Source: an optimization exercise on an open RTL-to-GDS flow (aim: small area and a short achievable clock period). Production flows keep margins and buffers that such runs may drop.
Function was not checked in any run shown here: the RTL went through the layout flow alone.
No activity file was given, so power comes from the tool's default toggle rates.

==> flow/flow/run.sh <==
#!/bin/bash
bash standard.sh MATCH_CELL_FOOTPRINT=0 finish > standard.log 2>&1
==> flow/standard.sh <==
#!/bin/bash
# synth_recipe.tcl (not shown) runs the flow's synth.tcl, then flattens the netlist and writes it again
# the make line also repeats each setting of config.mk as NAME=value (left out here)
make -C /OpenROAD-flow-scripts/flow DESIGN_CONFIG=/design/flow/config.mk WORK_HOME=/design/flow/orfs CLKGATE_MAP_FILE= SYNTH_SCRIPT=/design/flow/synth_recipe.tcl "${@:-finish}"
==> flow/config.mk <==
export PLATFORM = sky130hd
export DESIGN_NAME = btb_top
export DESIGN_NICKNAME = btb_top
export VERILOG_FILES = /design/flow/design.v
export SDC_FILE = /design/flow/constraint.sdc
export NUM_CORES = 4
export LEC_CHECK = 0
export CAP_MARGIN = 20
export CORE_MARGIN = 2
export CORE_UTILIZATION = 55
export SETUP_SLACK_MARGIN = 2.0
export SLEW_MARGIN = 20
==> flow/constraint.sdc <==
create_clock -name core_clock -period 7.0 [get_ports {CLK}]
set_input_delay 1.4000 -clock core_clock [delete_from_list [all_inputs] [get_ports {CLK}]]
set_output_delay 1.4000 -clock core_clock [all_outputs]
set_load 0.01 [all_outputs]
==> flow/design.v <==
module btb_top (
    input  logic        CLK,
    input  logic        RST,
    input  logic        lookup_en,
    input  logic [31:0] lookup_pc,
    output logic        pred_hit,
    output logic        pred_taken,
    output logic [31:0] pred_target,
    input  logic        update_en,
    input  logic [31:0] update_pc,
    input  logic        update_taken,
    input  logic [31:0] update_target,
    input  logic        update_mispredict,
    input  logic        flush_all,
    output logic [15:0] lookup_count,
    output logic [15:0] mispredict_count
);
    branch_target_predictor #(.ENTRIES(16), .CNT_W(2), .STAT_W(16)) u_btb (
        .CLK(CLK),
        .RST(RST),
        .lookup_en(lookup_en),
        .lookup_pc(lookup_pc),
        .pred_hit(pred_hit),
        .pred_taken(pred_taken),
        .pred_target(pred_target),
        .update_en(update_en),
        .update_pc(update_pc),
        .update_taken(update_taken),
        .update_target(update_target),
        .update_mispredict(update_mispredict),
        .flush_all(flush_all),
        .lookup_count(lookup_count),
        .mispredict_count(mispredict_count)
    );
endmodule

module branch_target_predictor #(
    parameter int ENTRIES = 16,
    parameter int CNT_W   = 2,
    parameter int STAT_W  = 32
) (
    input  logic              CLK,
    input  logic              RST,
    input  logic              lookup_en,
    input  logic [31:0]       lookup_pc,
    output logic              pred_hit,
    output logic              pred_taken,
    output logic [31:0]       pred_target,
    input  logic              update_en,
    input  logic [31:0]       update_pc,
    input  logic              update_taken,
    input  logic [31:0]       update_target,
    input  logic              update_mispredict,
    input  logic              flush_all,
    output logic [STAT_W-1:0] lookup_count,
    output logic [STAT_W-1:0] mispredict_count
);
    localparam int IDX_W = $clog2(ENTRIES);
    localparam int TAG_W = 32 - IDX_W - 2;
    localparam logic [CNT_W-1:0] CNT_WEAK = CNT_W'(1) << (CNT_W - 1);
    logic [ENTRIES-1:0] valid;
    logic [TAG_W-1:0]   tags    [ENTRIES];
    logic [31:0]        targets [ENTRIES];
    logic [CNT_W-1:0]   cnts    [ENTRIES];
    logic [IDX_W-1:0] lk_idx;
    logic [TAG_W-1:0] lk_tag;
    logic [IDX_W-1:0] up_idx;
    logic [TAG_W-1:0] up_tag;
    logic             up_hit;
    logic             up_act;
    assign lk_idx = lookup_pc[IDX_W+1:2];
    assign lk_tag = lookup_pc[31:IDX_W+2];
    assign up_idx = update_pc[IDX_W+1:2];
    assign up_tag = update_pc[31:IDX_W+2];
    logic [ENTRIES-1:0] lk_sel;
    logic [TAG_W-1:0]   rd_tag;
    logic [31:0]        rd_target;
    logic               rd_valid;
    logic               rd_cnt;
    always_comb begin
        rd_tag    = '0;
        rd_target = '0;
        rd_valid  = 1'b0;
        rd_cnt    = 1'b0;
        for (int i = 0; i < ENTRIES; i++) begin
            lk_sel[i] = (lk_idx == IDX_W'(i));
            rd_tag    = rd_tag    | ({TAG_W{lk_sel[i]}} & tags[i]);
            rd_target = rd_target | ({32{lk_sel[i]}} & targets[i]);
            rd_valid  = rd_valid  | (lk_sel[i] & valid[i]);
            rd_cnt    = rd_cnt    | (lk_sel[i] & cnts[i][CNT_W-1]);
        end
        pred_hit    = rd_valid && (rd_tag == lk_tag);
        pred_taken  = pred_hit && rd_cnt;
        pred_target = pred_hit ? rd_target : '0;
    end
    assign up_hit = valid[up_idx] && (tags[up_idx] == up_tag);
    assign up_act = update_en && !flush_all;
    always_ff @(posedge CLK or posedge RST) begin
        if (RST)
            valid <= '0;
        else if (flush_all)
            valid <= '0;
        else if (update_en && update_taken)
            valid[up_idx] <= 1'b1;
    end
    always_ff @(posedge CLK) begin
        if (up_act && update_taken) begin
            tags[up_idx]    <= up_tag;
            targets[up_idx] <= update_target;
        end
    end
    always_ff @(posedge CLK) begin
        if (up_act) begin
            if (up_hit) begin
                if (update_taken) begin
                    if (cnts[up_idx] != '1)
                        cnts[up_idx] <= cnts[up_idx] + CNT_W'(1);
                end else if (cnts[up_idx] != '0) begin
                    cnts[up_idx] <= cnts[up_idx] - CNT_W'(1);
                end
            end else if (update_taken) begin
                cnts[up_idx] <= CNT_WEAK;
            end
        end
    end
    always_ff @(posedge CLK or posedge RST) begin
        if (RST) begin
            lookup_count     <= '0;
            mispredict_count <= '0;
        end else begin
            if (lookup_en && (lookup_count != '1))
                lookup_count <= lookup_count + STAT_W'(1);
            if (update_en && update_mispredict && (mispredict_count != '1))
                mispredict_count <= mispredict_count + STAT_W'(1);
        end
    end
endmodule
==> flow_summary_export.csv, run 1 <==
group,metric,value,unit
synthesis,synth_top_family_by_area,"compound AO/OA/AOI/OAI gates",
synthesis,postSynth.asyncResetShare,4.76,%
routing,route.detailed.drc,0,
routing,first_iter_violations,4160,
clock_tree,clockBufferDepth,3,
floorplanning,core_area,76200,um^2
sta,hold_ws,0.498,ns
critical_path,critical_path_required,5.60,ns
critical_path,critPathKind,"in2out",
routing,num_vias,28300,
synthesis,avgSynthCellArea,16.8,um^2
power,max-vdd-ir-drop,0.000238,V
synthesis,synthMuxAreaShare,8.21,%
critical_path,cp_slowest_stage_delay,0.39,ns
power,p_comb_share,8.5,%
synthesis,synth-xor-area-share,2.00,%
routing,wire_per_inst,36.6,um
global_routing,grt_pass1_wl,203000,um
power,p_total,13.2,mW
final_layout,fin_area,50800,um^2
synthesis,yosys.cell_types.count,88,
final_layout,layout-drive-gt1-share,22.1,%
power,pwr-share-seq,51.1,%
global_routing,track_usage,36.7,%
final_layout,layout.nets,3002,
clock_tree,clk_latency,0.69,ns
clock_tree,cts_hold_buf,0,
power,swShare,23.1,%
sta,rsz0062_at_grt,"true",
routing,ant_nets,0,
synthesis,synth-adder-area-share,0.206,%
critical_path,crit_chain,"buf_12 > buf_12 > buf_12 > nor4bb_4 > buf_4 > buf_12 > buf_16 > a22oi_2 > nand4_1 > nor3_2 > buf_4 > xnor2_2 > nor4_1 > nand4_1 > nor4_4 > buf_12 > buf_16 > buf_6 > o21a_1 > clkbuf_2",
run,drv_cap,0,
hold_path,holdCritPathClass,"reg2reg",
sta,fin_setup_tns,0,ns
power,p_per_area,260,nW/um^2
clock_tree,path_clk_slew,0.06,ns
floorplanning,die_width,282,um
routing,wirelength,147000,um
critical_path,critPathTopFamily,"buffers and inverters",
floorplanning,rows,101,
synthesis,synth_cells,2529,
floorplanning,io_pins,169,
placement,place_congestion,1.00,
sta,fin_worst_skew,0.0387,ns
global_routing,antenna_found_initial,8,
final_layout,utilization,66.7,%
synthesis,synth_simple_gate_area_share,5.28,%
clock_tree,cts_tree,"built",
synthesis,synth-edff-count,960,
synthesis,ys.flop_type,"edfxtp_1",
power,power_switching,3.06,mW
critical_path,critPathLaunchType,"input pin",
sta,setup_violations,0,
placement,dp_hpwl,86100,um
critical_path,crit_top_cell,"buf_12",
power,p_int,10.2,mW
routing,drtPass1Iterations,6,
clock_tree,cts_made_buffers,104,
clock_tree,clock_sinks,1008,
power,p_leak,17.0,nW
critical_path,crit_arrival,4.79,ns
power,power.share.clock,40.4,%
floorplanning,start_util,55.7,%
floorplanning,dieArea,79500,um^2
global_routing,grt-ovfl-total,0,
placement,portBuffers,164,
sta,max_freq,0.162,GHz
critical_path,crit_slowest_cell,"nor4_4",
placement,placed_area,46700,um^2
critical_path,end_kind,"output pin",
clock_tree,cts.htree.levels,3,
routing,post_drt_via_cell_ratio,7.06,
outcome,outcome,"finished clean",
final_layout,area_delta_synth_final,19.7,%
synthesis,netlist_area,42500,um^2
global_routing,grt_start_max_net_pins,59,
sta,slew_viol_final,0,
sta,hold_viol,0,
global_routing,first_global_vias,27500,
floorplanning,die_y,282,um
sta,period_needed,6.19,ns
synthesis,yosysSeqAreaShare,70.7,%
critical_path,critPathBufInv,11,
sta,max_slew.worst_pin.slew,1.23,ns
clock_tree,root_buffer,"clkbuf_16",
sta,maxSlewHeadroom,17.7,%
synthesis,yosys_warnings,1,
sta,layout_worst_path_cycle_share,88.4,%
synthesis,ys_seq_elements,1008,
critical_path,crit_fanout,11,
synthesis,synth_compound_area_share,11.3,%
synthesis,syn-num-nets,2639,
cells by family (layout without fill, tap and decap cells):
| group | Yosys count | after routing |
|---|---|---|
| AO/OA/AOI/OAI | 604 | 604 |
| XOR/XNOR | 97 | 97 |
| adder cells (fa/ha/maj) | 7 | 7 |
| buffers and inverters | 187 | 634 |
| flip-flops | 1008 | 1008 |
| multiplexers | 209 | 209 |
| other | 0 | 4 |
| AND/OR/NAND/NOR | 417 | 417 |
power groups by stage:
stage	Sequential (mW)	Clock, mW	Combinational, mW
floorplan	6.88	0	0.496
global placement	6.87	0	1.03
detailed placement	6.88	0	1.04
CTS	6.75	5.36	1.07
global route	6.76	5.60	1.16
finish	6.75	5.34	1.12
cell usage after synthesis (24+ instances only):
library cell,instances,area share [%]
a21oi_1,24,0.28
a221oi_1,64,1.3
a22o_1,75,1.5
a22oi_1,261,4.6
a32oi_1,25,0.52
and3_1,30,0.44
buf_1,28,0.25
buf_2,26,0.31
clkbuf_1,74,0.65
dfrtp_1,48,2.8
edfxtp_1,960,68
mux2_2,28,0.74
mux2i_1,69,1.6
mux4_2,103,5.5
nand2_1,64,0.57
nand3_1,80,0.94
nand4_1,43,0.63
nor2_1,90,0.80
nor3_1,33,0.39
o21a_1,33,0.58
xnor2_1,64,1.3
xor2_1,33,0.68
layout by cell type, fill, tap and decap left out, types with 23 or more instances in the layout:
cell,instances
nand4_1,43
edfxtp_1,960
mux2_2,28
a22o_1,75
and3_1,29
xor2_1,33
buf_4,190
o21a_1,29
dfrtp_1,48
a221oi_1,61
nand3_1,79
clkbuf_1,33
buf_6,29
a22oi_1,258
clkdlybuf4s50_1,122
nand2_1,64
a32oi_1,25
buf_12,36
clkbuf_16,112
mux4_2,103
nor3_1,27
nor2_1,70
a21oi_1,23
xnor2_1,60
mux2i_1,69
flip-flops by register name, indices dropped and copies added, names as in the netlist:
register,count
u_btb.valid,16
u_btb.cnts,32
u_btb.tags,416
u_btb.mispredict_count,16
u_btb.lookup_count,16
u_btb.targets,512
per-stage QoR:
stage | cells | setup slack [ns]
after floorplan | 2529 | 1.19
after global placement | 3775 | -0.197
after detailed placement | 3775 | -0.158
after CTS | 3986 | 0.869
after global routing | 4007 | 0.764
final | 4010 | 0.810
path summary, 6_finish.rpt:
path / from / endpoint / slack, ns / cells past startpoint
max in group asynchronous: RST / u_btb.mispredict_count[2] / 5.30 / 2
worst min register to register: u_btb.mispredict_count[4] / u_btb.mispredict_count[4] / 0.50 / 1
min in group asynchronous: RST / u_btb.lookup_count[15] / 1.19 / 2
worst min-delay path: u_btb.mispredict_count[4] / u_btb.mispredict_count[4] / 0.50 / 1
worst max-delay path: lookup_pc[3] / pred_target[30] / 0.81 / 20
worst max register to register: u_btb.tags[6][18] / u_btb.cnts[8][1] / 3.05 / 9
per-layer routing:
metal | vias up | part of all wire [%] | track usage (%) | routed length, um
met1 | 14600 | 37 | 49.8 | 54800
li1 | 11300 | - | - | -
met4 | 10 | 5.5 | 18.7 | 8030
met5 | - | 0.047 | 0 | 69
met2 | 1998 | 46 | 56.7 | 67900
met3 | 444 | 11 | 7.66 | 15800
area by class of cell:
cell class                 instances  area (um^2)
multi-input combinational       1334        12000
fill                            5290        25400
sequential                      1008        30000
clock inverter                    53          542
tap                             1030         1290
antenna                            4         10.0
timing repair buffer             419         4180
inverter                          25         95.1
clock buffer                     137         2730
timing repair:
action	4_1_cts	5_1_grt
gates resized for setup	169	40
buffers inserted	16	17
pin swaps	18	23
gates cloned	5	3
setup endpoints to repair	54	94
==> run 2: changes to the inputs <==
--- a/flow/design.v
+++ b/flow/design.v
@@ -72,26 +72,21 @@
     assign lk_tag = lookup_pc[31:IDX_W+2];
     assign up_idx = update_pc[IDX_W+1:2];
     assign up_tag = update_pc[31:IDX_W+2];
-    logic [ENTRIES-1:0] lk_sel;
-    logic [TAG_W-1:0]   rd_tag;
+    logic [ENTRIES-1:0] lk_dec;
     logic [31:0]        rd_target;
-    logic               rd_valid;
     logic               rd_cnt;
     always_comb begin
-        rd_tag    = '0;
+        pred_hit  = 1'b0;
+        rd_cnt    = 1'b0;
         rd_target = '0;
-        rd_valid  = 1'b0;
-        rd_cnt    = 1'b0;
         for (int i = 0; i < ENTRIES; i++) begin
-            lk_sel[i] = (lk_idx == IDX_W'(i));
-            rd_tag    = rd_tag    | ({TAG_W{lk_sel[i]}} & tags[i]);
-            rd_target = rd_target | ({32{lk_sel[i]}} & targets[i]);
-            rd_valid  = rd_valid  | (lk_sel[i] & valid[i]);
-            rd_cnt    = rd_cnt    | (lk_sel[i] & cnts[i][CNT_W-1]);
+            lk_dec[i] = (lk_idx == IDX_W'(i));
+            pred_hit  = pred_hit | (lk_dec[i] && valid[i] && (tags[i] == lk_tag));
+            rd_cnt    = rd_cnt | (lk_dec[i] & cnts[i][CNT_W-1]);
+            rd_target = rd_target | ({32{lk_dec[i]}} & targets[i]);
         end
-        pred_hit    = rd_valid && (rd_tag == lk_tag);
-        pred_taken  = pred_hit && rd_cnt;
-        pred_target = pred_hit ? rd_target : '0;
+        pred_taken  = pred_hit & rd_cnt;
+        pred_target = {32{pred_hit}} & rd_target;
     end
     assign up_hit = valid[up_idx] && (tags[up_idx] == up_tag);
     assign up_act = update_en && !flush_all;
==> flow/run.sh (new file) <==
#!/bin/bash
# synth_recipe.tcl (not shown) runs the flow's synth.tcl, then flattens the netlist and writes it again
# the make line also repeats each setting of config.mk as NAME=value (left out here)
make -C /OpenROAD-flow-scripts/flow DESIGN_CONFIG=/design/flow/config.mk WORK_HOME=/design/flow/orfs CLKGATE_MAP_FILE= SYNTH_SCRIPT=/design/flow/synth_recipe.tcl finish
removed: flow/flow/run.sh
removed: flow/standard.sh
==> run 2 against run 1 <==
Effect of this change: still clean; core utilization grew 0.32 points; combinational power up 4%; sequential share of layout area fell by 2.4 points.
==> flow_summary_export.csv, run 2 <==
group,metric,value,unit
global_routing,grt-ovfl-total,0,
floorplanning,dieArea,82100,um^2
clock_tree,path_clk_slew,0.06,ns
critical_path,path_depth,14,
clock_tree,clockBufferDepth,3,
critical_path,crit_arrival,4.11,ns
final_layout,finalNonFillerCells,4163,
critical_path,cp_slowest_stage_delay,0.40,ns
placement,dp_hpwl,95900,um
sta,hold_viol,0,
synthesis,postSynth.asyncResetShare,4.76,%
routing,post_drt_via_cell_ratio,6.72,
global_routing,grt_pass1_wl,209000,um
final_layout,largest-register,"u_btb.targets",
critical_path,critPathKind,"in2out",
synthesis,syn-num-nets,2833,
critical_path,rrSetupSlack,3.02,ns
placement,dp_cells,3925,
sta,max_freq,0.181,GHz
floorplanning,io_pins,169,
final_layout,layout-drive-gt1-share,22.8,%
floorplanning,core_area,79000,um^2
global_routing,track_usage,36.7,%
final_layout,layout_common_cells,"960 x edfxtp_1, 244 x xor2_1, 165 x xnor2_1",
sta,max_slew.worst_pin.slew,1.05,ns
clock_tree,clock_sinks,1008,
synthesis,ys.flop_type,"edfxtp_1",
floorplanning,die_y,286,um
routing,route.detailed.drc,0,
power,p_leak,17.4,nW
clock_tree,root_buffer,"clkbuf_16",
run,drv_cap,0,
critical_path,critPathBufInv,7,
clock_tree,clk_latency,0.69,ns
routing,wirelength,151000,um
clock_tree,cts.htree.levels,3,
sta,rsz0062_at_grt,"true",
critical_path,crit_fanout,6,
critical_path,crit_slowest_cell,"nor4_2",
synthesis,yosys_warnings,1,
final_layout,largest_register_ffs,512,
sta,maxSlewHeadroom,29.8,%
final_layout,reg_top3,"u_btb.targets x512, u_btb.tags x416, u_btb.cnts x32",
power,max-vdd-ir-drop,0.000239,V
critical_path,crit_chain,"clkdlybuf4s15_2 > buf_6 > xnor2_1 > nand4_1 > nor4_2 > nand4_1 > nand4_1 > nor4_4 > buf_6 > buf_12 > buf_16 > buf_12 > a31oi_4 > buf_6",
global_routing,grt_start_max_net_pins,68,
floorplanning,start_util,55.6,%
synthesis,synth_cells,2723,
floorplanning,rows,103,
power,p_per_area,249,nW/um^2
synthesis,synthTopCellsByCount,"960 x edfxtp_1, 283 x xor2_1, 195 x xnor2_1, 104 x a22oi_1, 94 x clkbuf_1",
final_layout,layout_commonest_cell,"edfxtp_1",
synthesis,synth.most_common_cell,"edfxtp_1",
synthesis,netlist_area,43900,um^2
synthesis,synth-edff-count,960,
critical_path,crit_end,"pred_target[8]",
sta,layout_worst_path_cycle_share,78.8,%
routing,first_iter_violations,3969,
synthesis,yosys.cell_types.count,67,
critical_path,critPathLaunchType,"input pin",
critical_path,critical_path_required,5.60,ns
critical_path,r2r_start,"u_btb.tags[14][18]",
sta,period_needed,5.51,ns
hold_path,holdCritPathClass,"reg2reg",
final_layout,area_delta_synth_final,20.7,%
synthesis,yosysSeqAreaShare,68.4,%
sta,fin_setup_tns,0,ns
routing,num_vias,28000,
critical_path,r2r_cells,9,
global_routing,first_global_vias,27000,
synthesis,synth.top_cell.area_share,65.7,%
sta,fin_worst_skew,0.0302,ns
placement,place_congestion,0.989,
critical_path,r2r_end,"u_btb.cnts[1][0]",
placement,portBuffers,164,
critical_path,critPathTopFamily,"buffers and inverters",
global_routing,antenna_found_initial,9,
clock_tree,cts_tree,"built",
sta,slew_viol_final,0,
sta,setup_violations,0,
synthesis,synth_area_leaders,"edfxtp_1 66%, xor2_1 5.6%, mux4_2 4.5%, xnor2_1 3.9%, dfrtp_1 2.7%",
routing,wire_per_inst,36.2,um
final_layout,fill_cells,5381,
critical_path,end_kind,"output pin",
floorplanning,die_width,286,um
routing,drtPass1Iterations,6,
clock_tree,cts_made_buffers,101,
final_layout,layout.nets,3145,
synthesis,yosys.area.top_type,"edfxtp_1",
critical_path,startpoint,"lookup_pc[12]",
routing,ant_nets,0,
synthesis,ys_seq_elements,1008,
synthesis,avgSynthCellArea,16.1,um^2
outcome,outcome,"finished clean",
run 2: report_power, final:
group / switching [mW] / internal (mW)
Clock: 2.34 / 2.92
Sequential: 0.0706 / 6.69
Combinational: 0.722 / 0.453
run 2: worst min-delay path by stage:
stage                         startpoint                         to  slack (ns)  depth (start not counted)
6_report       u_btb.mispredict_count[8]  u_btb.mispredict_count[8]        0.49                          1
5_1_grt        u_btb.mispredict_count[6]  u_btb.mispredict_count[6]        0.52                          1
4_1_cts        u_btb.mispredict_count[8]  u_btb.mispredict_count[8]        0.50                          1
3_5_place_dp   u_btb.mispredict_count[8]  u_btb.mispredict_count[8]        0.49                          1
3_3_place_gp   u_btb.mispredict_count[8]  u_btb.mispredict_count[8]        0.48                          1
2_1_floorplan            u_btb.valid[13]            u_btb.valid[13]        0.48                          2
run 2: repair_timing:
item	in CTS	in global routing
hold buffers	0	0
setup endpoints to repair	58	94
gates resized for setup	504	67
setup buffers	31	21
pin swaps	41	19
cloned	5	0
run 2: per-layer routing:
layer | wire (um) | GRT usage [%]
met5 | 88 | 0
met4 | 9100 | 20.0
met3 | 14400 | 6.59
met2 | 71600 | 57.7
met1 | 55500 | 49.1
run 2: layout make-up:
class | instances | area, um^2 | area share [%]
inverter | 29 | 116 | 0.220
clock buffer | 125 | 2700 | 5.09
antenna | 1 | 2.50 | 0.00472
timing repair buffer | 368 | 3680 | 6.94
tap | 1050 | 1310 | 2.48
multi-input combinational | 1527 | 14600 | 27.6
clock inverter | 55 | 488 | 0.921
sequential | 1008 | 30000 | 56.7
run 2: through the flow:
stage	hold WS, ns	cell area, um^2	utilization (%)	total power, mW	setup WS (ns)
4_1_cts	0.499	52500	66.4	13.2	1.56
5_1_grt	0.515	53000	67.0	13.5	1.47
3_5_place_dp	0.491	47600	60.2	7.95	0.424
3_3_place_gp	0.475	47500	60.1	7.93	0.415
6_report	0.490	53000	67.0	13.2	1.49
2_1_floorplan	0.479	43900	-	7.40	1.43
run 2: kinds of logic after synthesis:
family | share of synthesized area, %
AO/OA/AOI/OAI | 7.48
multiplexers | 6.83
AND/OR/NAND/NOR | 5.57
flip-flops | 68.4
buffers and inverters | 1.96
adder cells (fa/ha/maj) | 0.200
XOR/XNOR | 9.54
run 2: worst reg2reg max path: stages, from the launching register on:
cell and delay, ns:
edfxtp_1 0.47, mux2i_1 0.19, o221ai_1 0.40, or4_1 0.61, and3_1 0.24, or4_1 0.50, nor4_2 0.39, nand4_1 0.25
a2bb2oi_4 0.48, nor2_1 0.18
==> run 3: changes to the inputs <==
--- a/flow/config.mk
+++ b/flow/config.mk
@@ -8,5 +8,5 @@
 export CAP_MARGIN = 20
 export CORE_MARGIN = 2
 export CORE_UTILIZATION = 55
-export SETUP_SLACK_MARGIN = 2.0
+export SETUP_SLACK_MARGIN = 3.0
 export SLEW_MARGIN = 20
==> run 3 against run 2 <==
Effect of this change: still clean; cell count increased by 1.6%; hold slack better by 0.0073 ns; area after synthesis unchanged; routed wire length increased by 4.1%; largest power group unchanged.
==> flow_summary_export.csv, run 3 <==
group,metric,value,unit
outcome,outcome,"finished clean",
critical_path,critPathKind,"in2out",
routing,first_iter_violations,4393,
synthesis,ys_seq_elements,1008,
final_layout,largest-register,"u_btb.targets",
final_layout,layout-drive-gt1-share,25.4,%
floorplanning,die_width,286,um
critical_path,crit_arrival,4.16,ns
final_layout,area_delta_synth_final,23.9,%
clock_tree,path_clk_slew,0.06,ns
hold_path,holdCritPathClass,"reg2reg",
critical_path,r2r_cells,11,
final_layout,reg_top3,"u_btb.targets x512, u_btb.tags x416, u_btb.cnts x32",
sta,rsz0062_at_grt,"true",
critical_path,cp_slowest_stage_delay,0.32,ns
power,p_per_area,252,nW/um^2
critical_path,crit_fanout,8,
synthesis,yosys_warnings,1,
placement,portBuffers,164,
final_layout,layout.nets,3201,
sta,hold_viol,0,
placement,place_congestion,1.02,
clock_tree,cts.htree.levels,3,
final_layout,layout_common_cells,"960 x edfxtp_1, 261 x xor2_1, 168 x buf_4",
global_routing,met2_usage,59.6,%
sta,maxSlewHeadroom,21.5,%
sta,layout_worst_path_cycle_share,79.4,%
clock_tree,clock_sinks,1008,
routing,post_drt_via_cell_ratio,6.82,
synthesis,ys.flop_type,"edfxtp_1",
final_layout,layout_commonest_cell,"edfxtp_1",
synthesis,synth-edff-count,960,
synthesis,yosys.cell_types.count,67,
critical_path,path_depth,14,
sta,setup_violations,0,
synthesis,synth.most_common_cell,"edfxtp_1",
synthesis,yosys.area.top_type,"edfxtp_1",
synthesis,yosysSeqAreaShare,68.4,%
floorplanning,start_util,55.6,%
global_routing,first_global_vias,28000,
sta,max_slew.worst_pin.slew,1.18,ns
floorplanning,core_area,79000,um^2
synthesis,synth_cells,2723,
floorplanning,rows,103,
power,p_leak,18.1,nW
critical_path,critical_path_required,5.60,ns
critical_path,crit_top_cell,"nand4_1",
synthesis,synth.top_cell.area_share,65.7,%
critical_path,critPathLaunchType,"input pin",
global_routing,track_usage,38.0,%
critical_path,r2r_start,"u_btb.tags[15][18]",
critical_path,critPathTopFamily,"simple AND/OR/NAND/NOR gates",
global_routing,grt_pass1_wl,216000,um
run,drv_cap,0,
final_layout,largest_register_ffs,512,
critical_path,crit_end,"pred_target[6]",
clock_tree,cts_made_buffers,102,
critical_path,end_kind,"output pin",
synthesis,postSynth.asyncResetShare,4.76,%
routing,drtPass1Iterations,6,
sta,max_freq,0.180,GHz
global_routing,antenna_found_initial,5,
critical_path,startpoint,"lookup_pc[23]",
placement,dp_cells,3944,
clock_tree,cts_tree,"built",
sta,fin_setup_tns,0,ns
critical_path,critPathBufInv,6,
power,max-vdd-ir-drop,0.000217,V
synthesis,synthTopCellsByCount,"960 x edfxtp_1, 283 x xor2_1, 195 x xnor2_1, 104 x a22oi_1, 94 x clkbuf_1",
floorplanning,io_pins,169,
critical_path,crit_chain,"clkdlybuf4s15_2 > xor2_1 > nor4_2 > nand4_1 > nor4_2 > buf_4 > nand4_1 > nand4_1 > nor4_4 > buf_12 > buf_16 > buf_12 > a31oi_4 > buf_2",
global_routing,gr-usage-met1,50.8,%
synthesis,syn-num-nets,2833,
final_layout,finalNonFillerCells,4230,
critical_path,rrSetupSlack,3.39,ns
sta,period_needed,5.56,ns
routing,ant_nets,0,
final_layout,fill_cells,5283,
synthesis,synth_area_leaders,"edfxtp_1 66%, xor2_1 5.6%, mux4_2 4.5%, xnor2_1 3.9%, dfrtp_1 2.7%",
placement,dp_hpwl,96800,um
routing,wirelength,157000,um
synthesis,netlist_area,43900,um^2
critical_path,r2r_end,"u_btb.cnts[7][1]",
routing,wire_per_inst,37.1,um
clock_tree,root_buffer,"clkbuf_16",
critical_path,crit_slowest_cell,"nor4_2",
routing,route.detailed.drc,0,
routing,num_vias,28900,
clock_tree,clk_latency,0.67,ns
clock_tree,cts_hold_buf,0,
synthesis,avgSynthCellArea,16.1,um^2
global_routing,grt_start_max_net_pins,59,
sta,fin_worst_skew,0.0277,ns
clock_tree,clockBufferDepth,3,
floorplanning,die_y,286,um
sta,slew_viol_final,0,
global_routing,grt-busiest-layer,"met2",
global_routing,grt-ovfl-total,0,
floorplanning,dieArea,82100,um^2
global_routing,met3_usage,6.88,%
[run 3: layout make-up]
class	instances	area [um^2]	share of cell area [%]
antenna	2	5.00	0.00920
clock buffer	122	2680	4.93
clock inverter	69	841	1.55
inverter	29	131	0.242
multi-input combinational	1528	14900	27.4
sequential	1008	30000	55.2
tap	1050	1310	2.42
timing repair buffer	422	4470	8.23
[run 3: logic make-up after synthesis]
logic type	after synthesis	share of synthesized area, %
flip-flops	1008	68.4
XOR/XNOR	478	9.54
AND/OR/NAND/NOR	441	5.57
AO/OA/AOI/OAI	413	7.48
buffers and inverters	188	1.96
multiplexers	188	6.83
adder cells (fa/ha/maj)	7	0.200
[run 3: layer usage]
layer	wire (um)	vias to the layer above
li1	-	11600
met1	57100	14800
met2	72800	2065
met3	16400	460
met4	10500	6
met5	41	-
[run 3: worst min path at each step]
stage / cells after the start / from / to
after floorplan: 2 / u_btb.valid[13] / u_btb.valid[13]
after global placement: 1 / u_btb.mispredict_count[8] / u_btb.mispredict_count[8]
after detailed placement: 1 / u_btb.mispredict_count[6] / u_btb.mispredict_count[6]
after CTS: 1 / u_btb.mispredict_count[6] / u_btb.mispredict_count[6]
after global routing: 1 / u_btb.lookup_count[15] / u_btb.lookup_count[15]
final: 1 / u_btb.mispredict_count[8] / u_btb.mispredict_count[8]
[run 3: what timing repair did]
item | CTS | global route
setup endpoints to repair | 203 | 305
endpoints found under the hold margin | 0 | 0
gates cloned | 12 | 2
buffers inserted | 52 | 27
gates resized for setup | 436 | 175
pin swaps | 59 | 58
[run 3: stage by stage]
| step | power [mW] | util (%) | cell area (um^2) | hold slack [ns] | worst slack (ns) |
|---|---|---|---|---|---|
| floorplan | 7.46 | - | 45000 | 0.479 | 2.61 |
| global placement | 7.95 | 60.9 | 48100 | 0.474 | 0.413 |
| detailed placement | 7.97 | 60.9 | 48100 | 0.483 | 0.403 |
| CTS | 13.7 | 67.6 | 53400 | 0.492 | 1.44 |
| global route | 14.0 | 68.8 | 54400 | 0.523 | 1.39 |
| finish | 13.7 | 68.8 | 54400 | 0.498 | 1.44 |
[run 3: where the power goes]
| part | internal [mW] | switching [mW] |
|---|---|---|
| registers | 6.68 | 0.0705 |
| logic | 0.507 | 0.763 |
| clock network | 3.30 | 2.38 |
| total | 10.5 | 3.21 |
==> run 4: changes to the inputs <==
--- a/flow/config.mk
+++ b/flow/config.mk
@@ -8,5 +8,7 @@
 export CAP_MARGIN = 20
 export CORE_MARGIN = 2
 export CORE_UTILIZATION = 55
-export SETUP_SLACK_MARGIN = 3.0
+export CTS_BUF_LIST = sky130_fd_sc_hd__clkbuf_8
+export CTS_CLUSTER_SIZE = 30
+export SETUP_SLACK_MARGIN = 2.0
 export SLEW_MARGIN = 20
==> run 4 against run 3 <==
Effect of this change: still clean on timing, DRC and antenna; area after synthesis stayed put; combinational power is 8% lower; via count down 2.0%; first-iteration DRC count shrank 17%; clock-buffer cell count increased by 44; sequential power hardly changed; critical path type unchanged.
==> flow_summary_export.csv, run 4 <==
group,metric,value,unit
sta,max_slew.worst_pin.slew,1.08,ns
routing,wire_per_inst,35.6,um
clock_tree,clock_sinks,1008,
final_layout,layout_common_cells,"960 x edfxtp_1, 250 x xor2_1, 166 x clkbuf_8",
synthesis,synth_cells,2723,
sta,max_freq,0.181,GHz
critical_path,critPathKind,"in2out",
synthesis,synth.top_cell.area_share,65.7,%
final_layout,utilization,66.5,%
critical_path,r2r_end,"u_btb.cnts[1][1]",
routing,first_iter_violations,3658,
floorplanning,start_util,55.6,%
critical_path,crit_slowest_cell,"nor4_4",
power,max-vdd-ir-drop,0.000220,V
critical_path,critPathLaunchType,"input pin",
global_routing,grt-ovfl-total,0,
critical_path,startpoint,"lookup_pc[24]",
floorplanning,io_pins,169,
floorplanning,die_y,286,um
global_routing,grt_pass1_wl,210000,um
synthesis,synth-edff-count,960,
final_layout,area_delta_synth_final,19.8,%
critical_path,crit_arrival,4.13,ns
placement,dp_hpwl,95900,um
routing,drtPass1Iterations,6,
global_routing,track_usage,37.1,%
synthesis,yosys.area.top_type,"edfxtp_1",
global_routing,grt-busiest-layer,"met2",
floorplanning,dieArea,82100,um^2
clock_tree,cts.htree.levels,4,
critical_path,cp_slowest_stage_delay,0.35,ns
routing,post_drt_via_cell_ratio,6.64,
floorplanning,core_area,79000,um^2
floorplanning,die_width,286,um
global_routing,first_global_vias,27700,
sta,period_needed,5.53,ns
synthesis,ys.flop_type,"edfxtp_1",
placement,place_ws,0.424,ns
critical_path,r2r_cells,9,
sta,rsz0062_at_grt,"true",
critical_path,critical_path_required,5.60,ns
global_routing,antenna_found_initial,13,
final_layout,layout.nets,3200,
clock_tree,clockBufferDepth,3,
critical_path,crit_end,"pred_target[5]",
placement,portBuffers,164,
power,p_leak,17.5,nW
global_routing,met3_usage,7.86,%
sta,fin_setup_tns,0,ns
synthesis,netlist_area,43900,um^2
final_layout,largest_register_ffs,512,
clock_tree,cts_made_buffers,164,
run,drv_cap,0,
clock_tree,cts_tree,"built",
synthesis,syn-num-nets,2833,
placement,place_congestion,0.989,
clock_tree,path_clk_slew,0.05,ns
critical_path,r2r_start,"u_btb.tags[15][18]",
routing,wirelength,152000,um
sta,timing.final.ws_setup,1.47,ns
synthesis,ys_seq_elements,1008,
routing,num_vias,28300,
critical_path,rrSetupSlack,3.01,ns
critical_path,crit_chain,"buf_12 > buf_4 > xor2_2 > nor4_4 > buf_4 > nand4_1 > nor4_1 > nand4_1 > nand4_1 > nor4_4 > buf_6 > buf_12 > buf_16 > buf_6 > a31oi_4 > buf_6",
synthesis,avgSynthCellArea,16.1,um^2
critical_path,crit_fanout,8,
synthesis,postSynth.asyncResetShare,4.76,%
global_routing,met2_usage,57.7,%
clock_tree,root_buffer,"clkbuf_8",
final_layout,fin_area,52600,um^2
final_layout,layout-drive-gt1-share,23.6,%
outcome,outcome,"finished clean",
routing,route.detailed.drc,0,
power,p_total,12.8,mW
final_layout,largest-register,"u_btb.targets",
synthesis,yosys_warnings,1,
floorplanning,rows,103,
placement,placed_area,47600,um^2
clock_tree,clk_latency,0.86,ns
synthesis,synthTopCellsByCount,"960 x edfxtp_1, 283 x xor2_1, 195 x xnor2_1, 104 x a22oi_1, 94 x clkbuf_1",
routing,ant_nets,0,
sta,fin_worst_skew,0.0545,ns
synthesis,yosysSeqAreaShare,68.4,%
sta,setup_violations,0,
final_layout,reg_top3,"u_btb.targets x512, u_btb.tags x416, u_btb.cnts x32",
global_routing,gr-usage-met1,48.8,%
hold_path,holdCritPathClass,"reg2reg",
sta,layout_worst_path_cycle_share,79.0,%
sta,slew_viol_final,0,
final_layout,layout_commonest_cell,"edfxtp_1",
synthesis,synth_area_leaders,"edfxtp_1 66%, xor2_1 5.6%, mux4_2 4.5%, xnor2_1 3.9%, dfrtp_1 2.7%",
sta,maxSlewHeadroom,28.1,%
power,p_per_area,243,nW/um^2
synthesis,yosys.cell_types.count,67,
synthesis,synth.most_common_cell,"edfxtp_1",
global_routing,grt_start_max_net_pins,68,
sta,hold_viol,0,
critical_path,end_kind,"output pin",
run 4: cell types whose count changed in the layout (fill, tap and decap cells not counted), moves of 10 or more:
| cell | previous run | this run |
|---|---|---|
| clkbuf_8 | 3 | 166 |
| clkbuf_16 | 104 | 0 |
| inv_1 | 21 | 82 |
| buf_4 | 168 | 143 |
| clkbuf_1 | 16 | 0 |
| buf_12 | 40 | 25 |
| nor2_4 | 36 | 23 |
| xor2_2 | 16 | 29 |
| buf_6 | 60 | 49 |
| xor2_1 | 261 | 250 |
| bufinv_16 | 15 | 5 |
| clkbuf_2 | 10 | 0 |
| nor4_2 | 31 | 21 |
run 4: what timing repair did:
| item | in CTS | in global routing |
|---|---|---|
| endpoints found under the setup margin | 39 | 94 |
| buffers inserted | 25 | 17 |
| hold buffers | 0 | 0 |
| cloned | 7 | 0 |
| pin swaps | 34 | 9 |
| resized for setup | 489 | 63 |
run 4: power by group:
part           internal [mW]  total (mW)  switching (mW)
Clock                   2.43        4.87            2.44
Sequential              6.69        6.76          0.0711
Combinational          0.449        1.17           0.718
run 4: layout make-up:
class	instances	area [um^2]
sequential	1008	30000
fill	5538	26400
multi-input combinational	1527	14500
timing repair buffer	360	3580
clock buffer	166	2280
tap	1050	1310
clock inverter	120	744
inverter	29	116
antenna	2	5.00
run 4: metal layers:
layer  share of wire (%)  wire (um)  vias to the layer above
li1                    -          -                    11600
met3                 9.5      14400                      404
met2                  47      71300                     1784
met1                  37      56500                    14500
met5               0.069        105                        -
met4                 6.3       9560                       16
run 4: how the worst min path moves through the flow:
stage	startpoint	endpoint	cells after the start
after floorplan	u_btb.valid[13]	u_btb.valid[13]	2
after global placement	u_btb.mispredict_count[8]	u_btb.mispredict_count[8]	1
after detailed placement	u_btb.mispredict_count[8]	u_btb.mispredict_count[8]	1
after CTS	u_btb.mispredict_count[8]	u_btb.mispredict_count[8]	1
after global routing	u_btb.mispredict_count[6]	u_btb.mispredict_count[6]	1
final	u_btb.mispredict_count[8]	u_btb.mispredict_count[8]	1
run 4: per-stage QoR:
stage / cells / hold WS, ns
after CTS: 4243 / 0.498
after floorplan: 2723 / 0.479
final: 4262 / 0.489
after detailed placement: 3925 / 0.491
after global placement: 3923 / 0.475
after global routing: 4262 / 0.515
run 4: cells by family after synthesis:
kind of cell,after synthesis,share of synthesized area (%)
XOR/XNOR,478,9.54
buffers and inverters,188,1.96
adder cells (fa/ha/maj),7,0.200
AO/OA/AOI/OAI,413,7.48
flip-flops,1008,68.4
multiplexers,188,6.83
AND/OR/NAND/NOR,441,5.57
run 4: worst max-delay path, delay by kind of cell:
family,cells,cell delay (ns)
AO/OA/AOI/OAI,1,0.16
XOR/XNOR,1,0.21
buffers and inverters,8,1.14
AND/OR/NAND/NOR,6,1.20
==> run 5: changes to the inputs <==
==> flow/flow/run.sh (new file) <==
#!/bin/bash
bash standard.sh > standard.log 2>&1
==> flow/standard.sh (new file) <==
#!/bin/bash
# synth_recipe.tcl (not shown) runs the flow's synth.tcl, then flattens the netlist and writes it again
# the make line also repeats each setting of config.mk as NAME=value (left out here)
make -C /OpenROAD-flow-scripts/flow DESIGN_CONFIG=/design/flow/config.mk WORK_HOME=/design/flow/orfs CLKGATE_MAP_FILE= SYNTH_SCRIPT=/design/flow/synth_recipe.tcl "${@:-finish}"
--- a/flow/config.mk
+++ b/flow/config.mk
@@ -8,7 +8,5 @@
 export CAP_MARGIN = 20
 export CORE_MARGIN = 2
 export CORE_UTILIZATION = 55
-export CTS_BUF_LIST = sky130_fd_sc_hd__clkbuf_8
-export CTS_CLUSTER_SIZE = 30
 export SETUP_SLACK_MARGIN = 2.0
 export SLEW_MARGIN = 20
removed: flow/run.sh
==> run 5 against run 4 <==
Effect of this change: largest power group unchanged; via count decreased by 1.1%; clock power increased by 8.0%; worst setup slack improved by 0.014 ns; core utilization increased by 0.52 points; sequential power about the same; area after synthesis unchanged; critical endpoint is now pred_target[8]; sequential cell count unchanged; still clean on timing, DRC and antenna; global-route usage decreased by 0.40 points.
==> flow_summary_export.csv, run 5 <==
group,metric,value,unit
routing,wirelength,151000,um
sta,hold_viol,0,
placement,portBuffers,164,
final_layout,area_delta_synth_final,20.7,%
synthesis,ys.flop_type,"edfxtp_1",
critical_path,crit_arrival,4.11,ns
placement,dp_cells,3925,
global_routing,antenna_found_initial,9,
sta,max_freq,0.181,GHz
global_routing,track_usage,36.7,%
routing,post_drt_via_cell_ratio,6.72,
sta,slew_viol_final,0,
final_layout,layout_common_cells,"960 x edfxtp_1, 244 x xor2_1, 165 x xnor2_1",
final_layout,utilization,67.0,%
power,p_total,13.2,mW
floorplanning,start_util,55.6,%
floorplanning,core_area,79000,um^2
placement,place_congestion,0.989,
synthesis,postSynth.asyncResetShare,4.76,%
routing,drtPass1Iterations,6,
final_layout,reg_top3,"u_btb.targets x512, u_btb.tags x416, u_btb.cnts x32",
synthesis,synth_cells,2723,
clock_tree,clk_latency,0.69,ns
global_routing,grt_start_max_net_pins,68,
routing,route.detailed.drc,0,
sta,fin_setup_tns,0,ns
sta,rsz0062_at_grt,"true",
critical_path,end_kind,"output pin",
synthesis,avgSynthCellArea,16.1,um^2
synthesis,ys_seq_elements,1008,
synthesis,synthTopCellsByCount,"960 x edfxtp_1, 283 x xor2_1, 195 x xnor2_1, 104 x a22oi_1, 94 x clkbuf_1",
sta,hold_ws,0.490,ns
hold_path,hold_depth,1,
synthesis,syn-num-nets,2833,
synthesis,synth.top_cell.area_share,65.7,%
critical_path,crit_chain,"clkdlybuf4s15_2 > buf_6 > xnor2_1 > nand4_1 > nor4_2 > nand4_1 > nand4_1 > nor4_4 > buf_6 > buf_12 > buf_16 > buf_12 > a31oi_4 > buf_6",
power,p_leak,17.4,nW
power,power.share.clock,39.9,%
clock_tree,cts_made_buffers,101,
routing,first_iter_violations,3969,
final_layout,largest_register_ffs,512,
clock_tree,clock_sinks,1008,
clock_tree,cts.htree.levels,3,
sta,period_needed,5.51,ns
synthesis,synth.most_common_cell,"edfxtp_1",
synthesis,yosys.area.top_type,"edfxtp_1",
hold_path,holdCritPathClass,"reg2reg",
critical_path,critPathBufInv,7,
critical_path,critPathTopFamily,"buffers and inverters",
critical_path,rrSetupSlack,3.02,ns
critical_path,crit_slowest_cell,"nor4_2",
power,p_comb_share,8.9,%
power,p_per_area,249,nW/um^2
clock_tree,cts_tree,"built",
routing,num_vias,28000,
synthesis,yosysSeqAreaShare,68.4,%
sta,layout_worst_path_cycle_share,78.8,%
critical_path,critPathLaunchType,"input pin",
floorplanning,dieArea,82100,um^2
critical_path,crit_fanout,6,
power,swShare,23.7,%
final_layout,finalNonFillerCells,4163,
critical_path,r2r_start,"u_btb.tags[14][18]",
power,power_switching,3.13,mW
sta,maxSlewHeadroom,29.8,%
run,drv_cap,0,
power,max-vdd-ir-drop,0.000239,V
global_routing,first_global_vias,27000,
placement,dp_hpwl,95900,um
final_layout,fill_cells,5381,
routing,wire_per_inst,36.2,um
hold_path,min_from,"u_btb.mispredict_count[8]",
floorplanning,die_width,286,um
routing,ant_nets,0,
floorplanning,rows,103,
final_layout,fin_area,53000,um^2
outcome,outcome,"finished clean",
global_routing,grt_pass1_wl,209000,um
sta,max_slew.worst_pin.slew,1.05,ns
final_layout,layout-drive-gt1-share,22.8,%
final_layout,layout_commonest_cell,"edfxtp_1",
synthesis,yosys.cell_types.count,67,
critical_path,critical_path_required,5.60,ns
hold_path,min_to,"u_btb.mispredict_count[8]",
floorplanning,die_y,286,um
floorplanning,io_pins,169,
clock_tree,path_clk_slew,0.06,ns
synthesis,netlist_area,43900,um^2
global_routing,grt-ovfl-total,0,
synthesis,yosys_warnings,1,
critical_path,cp_slowest_stage_delay,0.40,ns
clock_tree,clockBufferDepth,3,
sta,setup_violations,0,
placement,placed_area,47600,um^2
final_layout,seqCellArea,30000,um^2
placement,place_ws,0.424,ns
clock_tree,root_buffer,"clkbuf_16",
synthesis,synth_area_leaders,"edfxtp_1 66%, xor2_1 5.6%, mux4_2 4.5%, xnor2_1 3.9%, dfrtp_1 2.7%",
clock_tree,cts_hold_buf,0,
critical_path,startpoint,"lookup_pc[12]",
final_layout,layout.nets,3145,
synthesis,synth-edff-count,960,
critical_path,critPathKind,"in2out",
power,p_int,10.1,mW
sta,fin_worst_skew,0.0302,ns
critical_path,r2r_cells,9,
sta,timing.final.ws_setup,1.49,ns
final_layout,multi_input_area,14600,um^2
power,pwr-share-seq,51.2,%
final_layout,largest-register,"u_btb.targets",
critical_path,r2r_end,"u_btb.cnts[1][0]",
run 5: cell families after synthesis:
kind of cell    share of synthesized area (%)
compound gates                           7.48
flops                                    68.4
simple gates                             5.57
mux                                      6.83
xor+xnor                                 9.54
fa+ha+maj                               0.200
buf+inv                                  1.96
run 5: area by class of cell:
| class | instances | area share (%) |
|---|---|---|
| timing repair buffer | 368 | 6.94 |
| clock buffer | 125 | 5.09 |
| sequential | 1008 | 56.7 |
| antenna | 1 | 0.00472 |
| tap | 1050 | 2.48 |
| clock inverter | 55 | 0.921 |
| multi-input combinational | 1527 | 27.6 |
| inverter | 29 | 0.220 |
run 5: repair_timing:
action | 4_1_cts | 5_1_grt
pin swaps | 41 | 19
gates resized for setup | 504 | 67
gates cloned | 5 | 0
setup buffers | 31 | 21
endpoints found under the setup margin | 58 | 94
run 5: metal layers:
layer / wire length (um) / track usage (%)
met5: 88 / 0
met4: 9100 / 20.0
met3: 14400 / 6.59
met2: 71600 / 57.7
met1: 55500 / 49.1
run 5: power groups by stage:
stage                     combinational, mW  clock [mW]  sequential (mW)
after CTS                              1.14        5.27             6.75
after global placement                 1.06           0             6.87
after floorplan                       0.522           0             6.88
after detailed placement               1.07           0             6.88
after global routing                   1.22        5.52             6.76
final                                  1.17        5.26             6.76
run 5: worst max path at each step:
stage	end	slack [ns]	cells after the start
floorplan	u_btb.tags[13][0]	1.43	6
global placement	pred_target[25]	0.42	12
detailed placement	pred_target[25]	0.42	12
CTS	pred_target[14]	1.56	16
global route	pred_target[23]	1.47	15
finish	pred_target[8]	1.49	14
==> run 6: changes to the inputs <==
==> flow/flow/run.sh (replaced) <==
#!/bin/bash
bash standard.sh MATCH_CELL_FOOTPRINT=0 finish > standard.log 2>&1
==> run 6 against run 5 <==
Effect of this change: still clean; sequential share of layout area up 0.61 points; critical path depth down 2; worst setup slack better by 0.22 ns; clock power about the same; clock-buffer cell count unchanged; routed wire length down 0.50%; hold slack about the same; via count down 0.94%; non-clock buffer count down 20; critical endpoint is now pred_target[4]; highest routed layer unchanged.
==> flow_summary_export.csv, run 6 <==
group,metric,value,unit
outcome,outcome,"finished clean",
placement,portBuffers,164,
final_layout,multi_input_area,14500,um^2
floorplanning,rows,103,
critical_path,crit_top_cell,"nand4_1",
final_layout,layout-drive-gt1-share,21.8,%
sta,maxSlewHeadroom,29.5,%
placement,dp_hpwl,95900,um
critical_path,startpoint,"lookup_pc[12]",
global_routing,grt_start_max_net_pins,68,
synthesis,ys.flop_type,"edfxtp_1",
critical_path,end_kind,"output pin",
sta,rsz0062_at_grt,"true",
critical_path,crit_chain,"clkbuf_2 > buf_4 > xnor2_2 > nand4_1 > nor4_4 > nand4_1 > nand4_1 > nor4_4 > buf_6 > clkbuf_16 > a31oi_4 > buf_6",
run,drv_cap,0,
floorplanning,start_util,55.6,%
routing,post_drt_via_cell_ratio,6.69,
final_layout,area_delta_synth_final,19.4,%
final_layout,layout_commonest_cell,"edfxtp_1",
routing,wirelength,150000,um
global_routing,antenna_found_initial,9,
sta,period_needed,5.30,ns
clock_tree,clk_latency,0.68,ns
sta,timing.final.ws_setup,1.70,ns
critical_path,crit_fanout,10,
synthesis,syn-num-nets,2833,
final_layout,seqCellArea,30000,um^2
clock_tree,root_buffer,"clkbuf_16",
placement,place_ws,0.424,ns
clock_tree,clockBufferDepth,3,
synthesis,ys_seq_elements,1008,
clock_tree,clock_sinks,1008,
final_layout,finalNonFillerCells,4145,
final_layout,largest-register,"u_btb.targets",
sta,fin_setup_tns,0,ns
routing,first_iter_violations,3972,
sta,max_slew.worst_pin.slew,1.06,ns
power,p_comb_share,8.9,%
sta,layout_worst_path_cycle_share,75.7,%
final_layout,layout_common_cells,"960 x edfxtp_1, 243 x xor2_1, 171 x xnor2_1",
synthesis,synthTopCellsByCount,"960 x edfxtp_1, 283 x xor2_1, 195 x xnor2_1, 104 x a22oi_1, 94 x clkbuf_1",
routing,ant_nets,0,
final_layout,fill_cells,5469,
global_routing,grt-busiest-layer,"met2",
critical_path,critical_path_required,5.60,ns
placement,dp_cells,3925,
floorplanning,die_y,286,um
critical_path,critPathBufInv,5,
critical_path,critPathLaunchType,"input pin",
floorplanning,io_pins,169,
critical_path,rrSetupSlack,2.98,ns
power,power.share.clock,39.9,%
sta,setup_violations,0,
power,p_total,13.2,mW
placement,placed_area,47600,um^2
critical_path,cp_slowest_stage_delay,0.31,ns
clock_tree,cts_hold_buf,0,
power,pwr-share-seq,51.2,%
clock_tree,path_clk_slew,0.06,ns
critical_path,crit_arrival,3.90,ns
synthesis,synth-edff-count,960,
power,p_int,10.1,mW
critical_path,crit_slowest_cell,"buf_4",
synthesis,synth.most_common_cell,"edfxtp_1",
synthesis,postSynth.asyncResetShare,4.76,%
power,power_switching,3.12,mW
synthesis,synth.top_cell.area_share,65.7,%
clock_tree,cts.htree.levels,3,
global_routing,grt_pass1_wl,207000,um
synthesis,yosys.cell_types.count,67,
routing,wire_per_inst,36.2,um
global_routing,track_usage,36.4,%
power,swShare,23.7,%
synthesis,yosys_warnings,1,
final_layout,fin_area,52400,um^2
synthesis,synth_cells,2723,
synthesis,synth_area_leaders,"edfxtp_1 66%, xor2_1 5.6%, mux4_2 4.5%, xnor2_1 3.9%, dfrtp_1 2.7%",
global_routing,met3_usage,6.03,%
global_routing,gr-usage-met1,49.1,%
synthesis,yosys.area.top_type,"edfxtp_1",
hold_path,min_from,"u_btb.mispredict_count[8]",
final_layout,largest_register_ffs,512,
power,p_leak,17.2,nW
synthesis,yosysSeqAreaShare,68.4,%
synthesis,netlist_area,43900,um^2
power,p_per_area,252,nW/um^2
sta,hold_viol,0,
global_routing,grt-ovfl-total,0,
critical_path,r2r_start,"u_btb.tags[15][25]",
placement,place_congestion,0.989,
sta,slew_viol_final,0,
hold_path,holdCritPathClass,"reg2reg",
clock_tree,cts_made_buffers,101,
routing,drtPass1Iterations,6,
global_routing,first_global_vias,26900,
critical_path,critPathTopFamily,"simple AND/OR/NAND/NOR gates",
sta,fin_worst_skew,0.0228,ns
global_routing,met2_usage,57.3,%
floorplanning,die_width,286,um
floorplanning,dieArea,82100,um^2
critical_path,critPathKind,"in2out",
final_layout,layout.nets,3125,
clock_tree,cts_tree,"built",
sta,max_freq,0.189,GHz
synthesis,avgSynthCellArea,16.1,um^2
routing,route.detailed.drc,0,
routing,num_vias,27700,
final_layout,reg_top3,"u_btb.targets x512, u_btb.tags x416, u_btb.cnts x32",
floorplanning,core_area,79000,um^2
power,max-vdd-ir-drop,0.000238,V
## run 6: cell counts after synthesis
No cell type changed its count.
## run 6: repair_timing
item                                    in CTS  in global routing
pin swaps                                   48                  9
hold endpoints to repair                     0                  0
gates resized for setup                    351                 60
setup buffers                               11                 20
endpoints found under the setup margin      58                 94
gates cloned                                 5                  1
## run 6: cells by family after synthesis
| kind of cell | count (synthesis) | share of synthesized area (%) |
|---|---|---|
| DFF | 1008 | 68.4 |
| muxes | 188 | 6.83 |
| AOI/OAI and AO/OA | 413 | 7.48 |
| xor gates and xnor gates | 478 | 9.54 |
| adders and majority gates | 7 | 0.200 |
| buffers and inverters | 188 | 1.96 |
| and+or+nand+nor | 441 | 5.57 |
## run 6: through the flow
| step | hold WS [ns] | util (%) |
|---|---|---|
| 2_1_floorplan | 0.479 | - |
| 3_3_place_gp | 0.475 | 60.1 |
| 3_5_place_dp | 0.491 | 60.2 |
| 4_1_cts | 0.499 | 65.7 |
| 5_1_grt | 0.515 | 66.3 |
| 6_report | 0.490 | 66.3 |
## run 6: area by class of cell
class / instances / share of cell area [%]
Sequential cell: 1008 / 57.3
Inverter: 29 / 0.222
Tap cell: 1050 / 2.51
Multi-Input combinational cell: 1527 / 27.6
Timing Repair Buffer: 348 / 6.27
Clock buffer: 125 / 5.14
Clock inverter: 55 / 0.931
Antenna cell: 3 / 0.0143
## run 6: power groups by stage
stage          Sequential (mW)  Clock (mW)  Combinational, mW
2_1_floorplan             6.88           0              0.522
3_3_place_gp              6.87           0               1.06
3_5_place_dp              6.88           0               1.07
4_1_cts                   6.75        5.27               1.13
5_1_grt                   6.76        5.52               1.21
6_report                  6.76        5.26               1.17
## run 6: path summary, 6_finish.rpt
| kind | end | cells past startpoint |
|---|---|---|
| max reg2reg | u_btb.cnts[0][1] | 9 |
| min | u_btb.mispredict_count[8] | 1 |
| max in group asynchronous | u_btb.valid[2] | 2 |
| min reg2reg | u_btb.mispredict_count[8] | 1 |
| min in group asynchronous | u_btb.lookup_count[2] | 2 |
| max | pred_target[4] | 12 |
## run 6: layer usage
layer  vias up  wire, um
li1      11400         -
met1     14300     57000
met2      1635     71100
met3       328     12700
met4         8      9040
met5         -        61
==> run 7: changes to the inputs <==
--- a/flow/config.mk
+++ b/flow/config.mk
@@ -8,5 +8,5 @@
 export CAP_MARGIN = 20
 export CORE_MARGIN = 2
 export CORE_UTILIZATION = 55
-export SETUP_SLACK_MARGIN = 2.0
+export SETUP_SLACK_MARGIN = 3.0
 export SLEW_MARGIN = 20
==> run 7 against run 6 <==
Effect of this change: still clean on timing, DRC and antenna; sequential cell count did not move; clock skew down 0.0071 ns; register-to-register slack better by 0.36 ns; fmax decreased by 3.4%; hold slack worse by 0.0059 ns; via count increased by 3.0%; first-iteration DRC count decreased by 1.2%; power increased by 3.6%; critical path depth rose by 2; routed wire length increased by 3.6%; die area unchanged; critical endpoint is now pred_target[0]; largest power group unchanged; highest routed layer unchanged.
==> flow_summary_export.csv, run 7 <==
group,metric,value,unit
outcome,outcome,"finished clean",
sta,period_needed,5.48,ns
synthesis,ys.flop_type,"edfxtp_1",
final_layout,largest_register_ffs,512,
critical_path,critPathLaunchType,"input pin",
synthesis,avgSynthCellArea,16.1,um^2
placement,dp_hpwl,96000,um
routing,wirelength,155000,um
floorplanning,dieArea,82100,um^2
clock_tree,path_clk_slew,0.06,ns
synthesis,synthTopCellsByCount,"960 x edfxtp_1, 283 x xor2_1, 195 x xnor2_1, 104 x a22oi_1, 94 x clkbuf_1",
synthesis,yosys.cell_types.count,67,
critical_path,startpoint,"lookup_pc[31]",
sta,max_freq,0.182,GHz
critical_path,end_kind,"output pin",
routing,first_iter_violations,3925,
hold_path,holdCritPathClass,"reg2reg",
sta,timing.final.ws_setup,1.52,ns
clock_tree,cts_tree,"built",
routing,num_vias,28500,
final_layout,finalNonFillerCells,4216,
routing,drtPass1Iterations,7,
routing,post_drt_via_cell_ratio,6.77,
synthesis,ys_seq_elements,1008,
routing,ant_nets,0,
synthesis,synth_area_leaders,"edfxtp_1 66%, xor2_1 5.6%, mux4_2 4.5%, xnor2_1 3.9%, dfrtp_1 2.7%",
global_routing,track_usage,37.4,%
routing,route.detailed.drc,0,
placement,portBuffers,164,
run,drv_cap,0,
clock_tree,clockBufferDepth,3,
power,p_per_area,252,nW/um^2
clock_tree,cts.htree.levels,3,
critical_path,critical_path_required,5.60,ns
synthesis,postSynth.asyncResetShare,4.76,%
sta,slew_viol_final,0,
hold_path,min_from,"u_btb.mispredict_count[8]",
final_layout,utilization,68.6,%
sta,layout_worst_path_cycle_share,78.3,%
final_layout,fin_area,54200,um^2
final_layout,multi_input_area,14900,um^2
final_layout,area_delta_synth_final,23.5,%
clock_tree,cts_made_buffers,103,
final_layout,reg_top3,"u_btb.targets x512, u_btb.tags x416, u_btb.cnts x32",
clock_tree,root_buffer,"clkbuf_16",
routing,wire_per_inst,36.9,um
placement,place_ws,0.410,ns
sta,fin_worst_skew,0.0157,ns
final_layout,seqCellArea,30000,um^2
synthesis,synth.most_common_cell,"edfxtp_1",
synthesis,syn-num-nets,2833,
clock_tree,clock_sinks,1008,
final_layout,layout.nets,3186,
floorplanning,rows,103,
critical_path,crit_fanout,8,
floorplanning,io_pins,169,
synthesis,synth_cells,2723,
synthesis,netlist_area,43900,um^2
global_routing,grt-ovfl-total,0,
placement,placed_area,47800,um^2
clock_tree,clk_latency,0.69,ns
sta,max_slew.worst_pin.slew,1.10,ns
power,p_leak,18.0,nW
critical_path,rrSetupSlack,3.34,ns
global_routing,grt_start_max_net_pins,59,
power,max-vdd-ir-drop,0.000290,V
global_routing,first_global_vias,27500,
final_layout,layout_common_cells,"960 x edfxtp_1, 254 x xor2_1, 170 x buf_4",
synthesis,yosys.area.top_type,"edfxtp_1",
floorplanning,die_y,286,um
global_routing,antenna_found_initial,10,
placement,dp_cells,3929,
global_routing,grt_pass1_wl,212000,um
clock_tree,cts_hold_buf,0,
floorplanning,die_width,286,um
critical_path,crit_arrival,4.08,ns
critical_path,critPathKind,"in2out",
final_layout,fill_cells,5320,
synthesis,synth-edff-count,960,
synthesis,synth.top_cell.area_share,65.7,%
placement,place_congestion,1.02,
final_layout,layout-drive-gt1-share,25.2,%
floorplanning,core_area,79000,um^2
floorplanning,start_util,55.6,%
synthesis,yosys_warnings,1,
sta,rsz0062_at_grt,"true",
final_layout,largest-register,"u_btb.targets",
critical_path,r2r_start,"u_btb.tags[7][8]",
sta,maxSlewHeadroom,26.5,%
sta,fin_setup_tns,0,ns
sta,hold_viol,0,
sta,setup_violations,0,
final_layout,layout_commonest_cell,"edfxtp_1",
synthesis,yosysSeqAreaShare,68.4,%
[run 7: kinds of logic after synthesis]
kind of cell	share of synthesized area [%]
multiplexers	6.83
AND/OR/NAND/NOR	5.57
adder cells (fa/ha/maj)	0.200
buffers and inverters	1.96
flip-flops	68.4
XOR/XNOR	9.54
AO/OA/AOI/OAI	7.48
[run 7: worst paths after layout]
path,depth (start not counted),end
setup / recovery,14,pred_target[0]
hold / removal,1,u_btb.mispredict_count[8]
setup reg to reg,11,u_btb.cnts[0][1]
hold reg to reg,1,u_btb.mispredict_count[8]
max in group asynchronous,2,u_btb.valid[12]
min in group asynchronous,2,u_btb.lookup_count[14]
[run 7: worst max-delay path, stage by stage]
cell and delay, ns:
buf_12 0.11, buf_8 0.13, xor2_4 0.20, nor4_4 0.36, nand4_1 0.14, nor4_1 0.32
nand4_1 0.35, nand4_1 0.28, nor4_4 0.06, buf_12 0.17, buf_16 0.16, a31oi_4 0.16
buf_6 0.13, buf_6 0.09
[run 7: repair_timing]
item                                    CTS  global route
resized for setup                       380           204
buffers inserted                         35            41
endpoints found under the setup margin  306           329
pin swaps                                54            67
cloned                                   12             4
[run 7: cell type report]
type                       instances  area share, %
sequential                      1008           55.4
multi-input combinational       1528           27.5
timing repair buffer             406           7.97
clock buffer                     131           5.18
tap                             1050           2.42
clock inverter                    61           1.21
inverter                          29          0.256
antenna                            3         0.0138
[run 7: routing by layer]
layer / global-route usage (%) / vias to the layer above / wire length, um / part of all wire (%)
met5: 0 / - / 81 / 0.052
met4: 21.7 / 12 / 10500 / 6.7
met2: 58.4 / 1936 / 72000 / 46
met1: 50.0 / 14600 / 57200 / 37
met3: 6.13 / 408 / 15700 / 10
li1: - / 11600 / - / -
[run 7: power breakdown]
| group | internal, mW | switching (mW) |
|---|---|---|
| logic | 0.512 | 0.763 |
| clock network | 3.25 | 2.37 |
| registers | 6.69 | 0.0694 |
[run 7: stage by stage]
step           hold WS (ns)  power (mW)
2_1_floorplan         0.479        7.46
3_3_place_gp          0.476        7.94
3_5_place_dp          0.480        7.95
4_1_cts               0.490        13.6
5_1_grt               0.522        14.0
6_report              0.484        13.7
==> run 8: changes to the inputs <==
--- a/flow/config.mk
+++ b/flow/config.mk
@@ -7,6 +7,6 @@
 export LEC_CHECK = 0
 export CAP_MARGIN = 20
 export CORE_MARGIN = 2
-export CORE_UTILIZATION = 55
-export SETUP_SLACK_MARGIN = 3.0
+export CORE_UTILIZATION = 68
+export SETUP_SLACK_MARGIN = 2.0
 export SLEW_MARGIN = 20
==> run 8 against run 7 <==
Effect of this change: still clean on timing, DRC and antenna; die area shrank 19%; cell count decreased by 5.4%; worst setup slack got worse by 0.044 ns; core utilization is 13 points higher; synthesized cell count did not move; via count grew 3.8%; global-route usage rose by 7.9 points; hold slack better by 0.0040 ns; sequential share of layout area rose by 2.0 points; critical endpoint is now pred_target[30].
==> flow_summary_export.csv, run 8 <==
group,metric,value,unit
outcome,outcome,"finished clean",
critical_path,crit_slowest_cell,"xnor2_1",
placement,place_congestion,1.07,
clock_tree,cts.htree.levels,3,
floorplanning,core_area,64100,um^2
clock_tree,cts_tree,"built",
synthesis,ys.flop_type,"edfxtp_1",
floorplanning,rows,93,
power,p_per_area,250,nW/um^2
placement,portBuffers,164,
routing,num_vias,29600,
global_routing,grt_start_max_net_pins,59,
final_layout,layout-drive-gt1-share,21.5,%
routing,wirelength,152000,um
power,swShare,24.0,%
sta,max_slew.worst_pin.slew,1.17,ns
routing,ant_nets,0,
sta,hold_viol,0,
final_layout,multi_input_area,14100,um^2
synthesis,synth.most_common_cell,"edfxtp_1",
hold_path,holdCritPathClass,"reg2reg",
critical_path,critPathLaunchType,"input pin",
final_layout,fin_area,52300,um^2
run,drv_cap,0,
routing,route.detailed.drc,0,
clock_tree,path_clk_slew,0.06,ns
routing,first_iter_violations,5372,
final_layout,fill_cells,3188,
synthesis,synth.top_cell.area_share,65.7,%
synthesis,synth_cells,2723,
synthesis,yosys.cell_types.count,67,
critical_path,critPathKind,"in2out",
routing,wire_per_inst,38.1,um
power,p_int,9.96,mW
sta,timing.final.ws_setup,1.48,ns
clock_tree,clk_latency,0.67,ns
placement,placed_area,47500,um^2
placement,place_ws,0.268,ns
final_layout,seqCellArea,30000,um^2
global_routing,grt-ovfl-total,0,
global_routing,antenna_found_initial,4,
sta,fin_setup_tns,0,ns
sta,rsz0062_at_grt,"true",
critical_path,crit_chain,"clkbuf_2 > buf_4 > xnor2_1 > nand4_1 > nor4_2 > nand4_1 > nand4_1 > nor4_4 > buf_8 > buf_12 > buf_12 > a31oi_4 > buf_6",
clock_tree,clock_sinks,1008,
final_layout,layout_commonest_cell,"edfxtp_1",
final_layout,finalNonFillerCells,3990,
power,p_comb_share,9.1,%
synthesis,synth_area_leaders,"edfxtp_1 66%, xor2_1 5.6%, mux4_2 4.5%, xnor2_1 3.9%, dfrtp_1 2.7%",
routing,post_drt_via_cell_ratio,7.42,
synthesis,yosys_warnings,1,
final_layout,utilization,81.6,%
global_routing,track_usage,45.3,%
synthesis,synth-edff-count,960,
power,p_leak,17.4,nW
sta,maxSlewHeadroom,21.9,%
sta,slew_viol_final,0,
critical_path,crit_arrival,4.12,ns
global_routing,grt_pass1_wl,210000,um
power,max-vdd-ir-drop,0.000350,V
placement,dp_hpwl,89800,um
floorplanning,dieArea,66600,um^2
sta,setup_violations,0,
critical_path,end_kind,"output pin",
synthesis,syn-num-nets,2833,
global_routing,first_global_vias,28500,
final_layout,largest-register,"u_btb.targets",
synthesis,synthTopCellsByCount,"960 x edfxtp_1, 283 x xor2_1, 195 x xnor2_1, 104 x a22oi_1, 94 x clkbuf_1",
final_layout,layout.nets,3164,
final_layout,area_delta_synth_final,19.2,%
sta,period_needed,5.52,ns
==> run 8: cell types whose count changed in the layout (fill, tap and decap cells not counted), moves of 10 or more <==
cell	delta
clkbuf_16	-12
xor2_1	+23
xor2_2	-17
buf_6	-10
nor2_4	-14
xnor2_1	+20
xnor2_2	-16
==> run 8: routing by layer <==
layer | global-route usage (%) | share of wire, % | vias up
li1 | - | - | 11500
met1 | 59.2 | 32 | 14500
met2 | 71.0 | 46 | 2937
met3 | 8.12 | 13 | 654
met4 | 29.5 | 8.4 | 6
met5 | 0 | 0.024 | -
==> run 8: cell type report <==
class	instances	share of cell area (%)
inverter	29	0.230
timing repair buffer	389	7.46
clock inverter	53	0.744
sequential	1008	57.4
antenna	1	0.00478
tap	855	2.05
clock buffer	128	5.12
multi-input combinational	1527	27.0
==> run 8: kinds of logic after synthesis <==
logic type | Yosys count | share of synthesized area [%]
AO/OA/AOI/OAI | 413 | 7.48
multiplexers | 188 | 6.83
flip-flops | 1008 | 68.4
adder cells (fa/ha/maj) | 7 | 0.200
AND/OR/NAND/NOR | 441 | 5.57
XOR/XNOR | 478 | 9.54
buffers and inverters | 188 | 1.96
==> run 8: power by group through the flow <==
stage | clock network [mW] | logic [mW] | registers [mW]
2_1_floorplan | 0 | 0.522 | 6.88
3_3_place_gp | 0 | 1.03 | 6.87
3_5_place_dp | 0 | 1.05 | 6.88
4_1_cts | 5.08 | 1.13 | 6.75
5_1_grt | 5.35 | 1.22 | 6.76
6_report | 5.15 | 1.19 | 6.76
==> run 8: repair_timing <==
item	CTS	global route
setup endpoints to repair	34	82
buffers inserted	44	9
hold buffers	0	0
pin swaps	51	11
gates cloned	10	0
resized for setup	314	64
==> run 8: worst max-delay path: cells and delay by family <==
kind | cells | cell delay (ns)
buf+inv | 6 | 0.99
xor+xnor | 1 | 0.55
compound gates | 1 | 0.19
simple gates | 5 | 0.96
==> run 8: path summary, 6_finish.rpt <==
path | from | endpoint | slack [ns] | depth (start not counted)
max reg2reg | u_btb.tags[7][25] | u_btb.cnts[0][1] | 2.94 | 10
max | lookup_pc[20] | pred_target[30] | 1.48 | 13
min in group asynchronous | RST | u_btb.mispredict_count[3] | 1.22 | 2
min | u_btb.mispredict_count[8] | u_btb.mispredict_count[8] | 0.49 | 1
min reg2reg | u_btb.mispredict_count[8] | u_btb.mispredict_count[8] | 0.49 | 1
max in group asynchronous | RST | u_btb.valid[11] | 5.28 | 2

Re-timed with assumed drivers on the ports (clkbuf_16 on the clock, buf_2 on other inputs), run 8 has 1.445 ns of setup slack against 1.475 ns with ideal ports, and 1.353 ns once port delays also move by the mid clock arrival of 0.737 ns.
